Context: an optimization exercise on an open-source flow, tuned for a short achievable clock period and few clock cycles. The choices shown serve that exercise and are no tape-out recipe. The RTL was checked by simulation tests, not by an equivalence proof against the original design. Power and IR drop assume default switching activity.

== lane 1 ==
// riscv_pipe_top
module riscv_pipe_top (
    input  logic                clk,
    input  logic                rst,
    output logic [32-1:0] imem_addr,
    input  logic [32-1:0] imem_data,
    output logic [32-1:0] dmem_addr,
    output logic                dmem_read,
    output logic                dmem_write,
    output logic [32-1:0] dmem_wdata,
    input  logic [32-1:0] dmem_rdata
);
    localparam int BTB_IDX = 5;            
    localparam int BTB_TAG = 4;
    localparam int BTB_TGT = 12;           
    localparam int BTB_N   = 1 << BTB_IDX;
    localparam logic [6:0] OPC_OP     = 7'b0110011;
    localparam logic [6:0] OPC_OP_IMM = 7'b0010011;
    localparam logic [6:0] OPC_LOAD   = 7'b0000011;
    localparam logic [6:0] OPC_STORE  = 7'b0100011;
    localparam logic [6:0] OPC_BRANCH = 7'b1100011;
    localparam logic [6:0] OPC_LUI    = 7'b0110111;
    logic [31:0]        pc;
    logic               if_id_valid;
    logic [31:0]        if_id_inst;
    logic [31:0]        if_id_pc;
    logic               if_id_pred;       
    logic [31:1]        if_id_ptgt;       
    logic               if_id_hit;        
    logic [1:0]         if_id_cnt;
    logic               id_ex_we;
    logic [4:0]         id_ex_rd;
    logic               id_ex_load;
    logic               id_ex_store;
  ...
Size: about 8300 cells after synthesis, ~2100 flip-flops, ~160 I/O pins.
Settings: LEC_CHECK=0, ABC_CLOCK_PERIOD_IN_PS=3000, CAP_MARGIN=20, CELL_PAD_IN_SITES_DETAIL_PLACEMENT=2, CELL_PAD_IN_SITES_GLOBAL_PLACEMENT=2, CORE_MARGIN=2, CORE_UTILIZATION=30, SLEW_MARGIN=20, TNS_END_PERCENT=100; clock period 11.0 ns.
standard.sh (not shown) runs the stock make flow with config.mk's settings and CLKGATE_MAP_FILE= SYNTH_SCRIPT=/design/flow/synth_recipe.tcl, a recipe that flattens the netlist after the stock synthesis.
==> flow/flow/run.sh <==
#!/bin/bash
# The standard layout (standard.sh, unchanged synthesis), with repair_timing
# told to keep setup slack well above zero so the achieved period shrinks.
# The make run's full output (every ORFS step's tool output) goes to standard_flow.log;
# each step's own log is also under orfs/logs/.
set -uo pipefail
bash standard.sh SETUP_SLACK_MARGIN=7.5 finish > standard_flow.log 2>&1
Testbench counts of lane 1, summed over its fixed seeds: cycles 103,700.
What lane 2 does differently from lane 1 at the input level:
diff --git a/flow/design.v b/flow/design.v
--- a/flow/design.v
+++ b/flow/design.v
@@ -94,16 +94,18 @@
     logic               id_ex_fb_alu, id_ex_fb_ld;    
     logic               id_ex_fs_alu, id_ex_fs_ld;    
     logic               id_ex_sub;
     logic               id_ex_op_add, id_ex_op_sll, id_ex_op_sr, id_ex_op_slt, id_ex_op_sltu;
     logic               id_ex_op_xor, id_ex_op_or, id_ex_op_and;
     logic               id_ex_sra;
     logic               id_ex_br_eq, id_ex_br_lt, id_ex_br_ltu, id_ex_br_inv;
     logic               id_ex_pred;
+    logic               id_ex_zok;        
+    logic               id_ex_zero;       
     logic               id_ex_pgood;
     logic [31:0]        id_ex_pc4;
     logic [31:0]        id_ex_tgt;
     logic [31:0]        id_ex_pc;
     logic               id_ex_hit;
     logic [1:0]         id_ex_cnt;
     logic               ex_mem_load;
     logic               ex_mem_store;
@@ -196,26 +198,42 @@
     always_comb begin
         if (ex_mem_we && ex_mem_rd == d_rs1)      d_v1 = d_mem_val;
         else if (mem_wb_we && mem_wb_rd == d_rs1) d_v1 = mem_wb_val;
         else                                      d_v1 = rf_rs1;
         if (ex_mem_we && ex_mem_rd == d_rs2)      d_v2 = d_mem_val;
         else if (mem_wb_we && mem_wb_rd == d_rs2) d_v2 = mem_wb_val;
         else                                      d_v2 = rf_rs2;
     end
+    logic [31:0] d_za, d_zb;
+    logic        d_zok, d_zero;
+    logic        d_br_z, d_cond_z;
+    assign d_za   = d_is_lui ? 32'b0 : d_v1;
+    assign d_zb   = d_is_lui ? d_imm_u : d_is_opi ? d_imm_i : d_v2;
+    assign d_zok  = (d_is_lui || (d_is_opi && d_f3 == 3'b000) || (d_is_op && d_f3 == 3'b000 && !if_id_inst[30])) &&
+                    !(d_use1 && d_ex1 && !kill_ex) && !(d_is_op && d_use2 && d_ex2 && !kill_ex);
+    assign d_zero = ~|((d_za ^ d_zb) ^ {d_za[30:0] | d_zb[30:0], 1'b0});
+    assign d_br_z   = d_is_br && d_f3[2:1] == 2'b00 && id_ex_we && id_ex_zok && !kill_ex &&
+                      ((d_rs2 == 5'd0 && d_rs1 == id_ex_rd) || (d_rs1 == 5'd0 && d_rs2 == id_ex_rd));
+    assign d_cond_z = id_ex_zero ^ d_f3[0];
     always_comb begin
         id_redirect    = 1'b0;
         id_redirect_pc = d_tgt;
         d_pred         = if_id_pred;
         d_tgt_ok       = (if_id_ptgt == d_tgt[31:1]);
         if (if_id_valid && !d_is_br && if_id_pred) begin
             id_redirect    = 1'b1;                
             id_redirect_pc = d_pc4;
             d_pred         = 1'b0;
-        end else if (d_is_br && !if_id_hit && if_id_inst[31]) begin
+        end else if (d_br_z && d_cond_z != if_id_pred) begin
+            id_redirect    = 1'b1;                
+            id_redirect_pc = d_cond_z ? d_tgt : d_pc4;
+            d_pred         = d_cond_z;
+            d_tgt_ok       = 1'b1;
+        end else if (d_is_br && !d_br_z && !if_id_hit && if_id_inst[31]) begin
             id_redirect    = 1'b1;                
             d_pred         = 1'b1;
             d_tgt_ok       = 1'b1;
         end
     end
     logic [31:0] x_a, x_b, x_s;
     logic [32:0] x_sum;
     logic        x_eq, x_lt, x_ltu;
@@ -324,16 +342,18 @@
         id_ex_op_or   <= (d_is_op || d_is_opi) && d_f3 == 3'b110;
         id_ex_op_and  <= (d_is_op || d_is_opi) && d_f3 == 3'b111;
         id_ex_sra     <= if_id_inst[30];
         id_ex_br_eq   <= d_f3[2:1] == 2'b00;
         id_ex_br_lt   <= d_f3[2:1] == 2'b10;
         id_ex_br_ltu  <= d_f3[2:1] == 2'b11;
         id_ex_br_inv  <= d_f3[0] && d_f3[2:1] != 2'b01;
         id_ex_pred    <= d_pred;
+        id_ex_zok     <= d_zok;
+        id_ex_zero    <= d_zero;
         id_ex_pgood   <= d_pred && d_tgt_ok;
         id_ex_pc4     <= d_pc4;
         id_ex_tgt     <= d_tgt;
         id_ex_pc      <= if_id_pc;
         id_ex_hit     <= if_id_hit;
         id_ex_cnt     <= if_id_cnt;
     end
     always_ff @(posedge clk or posedge rst) begin
Results
In the tables for lane 2 and lane 1, post-layout total power reads lower with lane 2. Lane 2 vs. lane 1: number of diodes up 12; sum of routed wire segments on met1 up 4.2%. The area added between synthesis and finish number comes out higher for lane 2 vs lane 1. The share of total power in combinational logic was comparable across lane 2 and lane 1. Going from lane 1 to lane 2, maximum vdd ir drop increased by 23% relative to the old numbers, count of clock-buffer cells in the layout went down by 3, number of detailed-routing iterations run before antenna repair now larger, number of instances in the synthesized netlist up 433. Summary of the comparison: count of cell instances traversed by the critical path is lower in lane 2, relative to lane 1. There was hardly any difference in flip-flop and latch count between lane 1 and lane 2.
Testbench counts of lane 2, summed over its fixed seeds: cycles 102,292.

-- afterwards: timing with drivers on the ports --
Ports are ideal in the flow. The routed layouts listed here were re-timed in OpenROAD. Step 1 sets driving cells, clkbuf_16 on the clock port and buf_2 on the other inputs (assumed; they add their load-dependent delay and slew). Step 2 times the ports against the registers' clock, not the clock port: input delays grow and output delays shrink by t, the midpoint of the rising clock arrivals with the driver on. Slacks: no drivers / after step 1 / after step 2; pairs: no drivers / after step 1.
run | t, ns | setup WS [ns] | latest minus earliest clock arrival (ns)
lane 1 | 1.002 | 6.508 / 6.548 / 5.546 | 0.111 / 0.111
lane 2 | 1.008 | 6.501 / 6.509 / 5.540 | 0.127 / 0.127
After both steps setup and hold are still met in every run listed. For lane 1, which loses most, drivers alone change the setup slack by +0.040 ns; drivers and shift together by -0.962 ns.
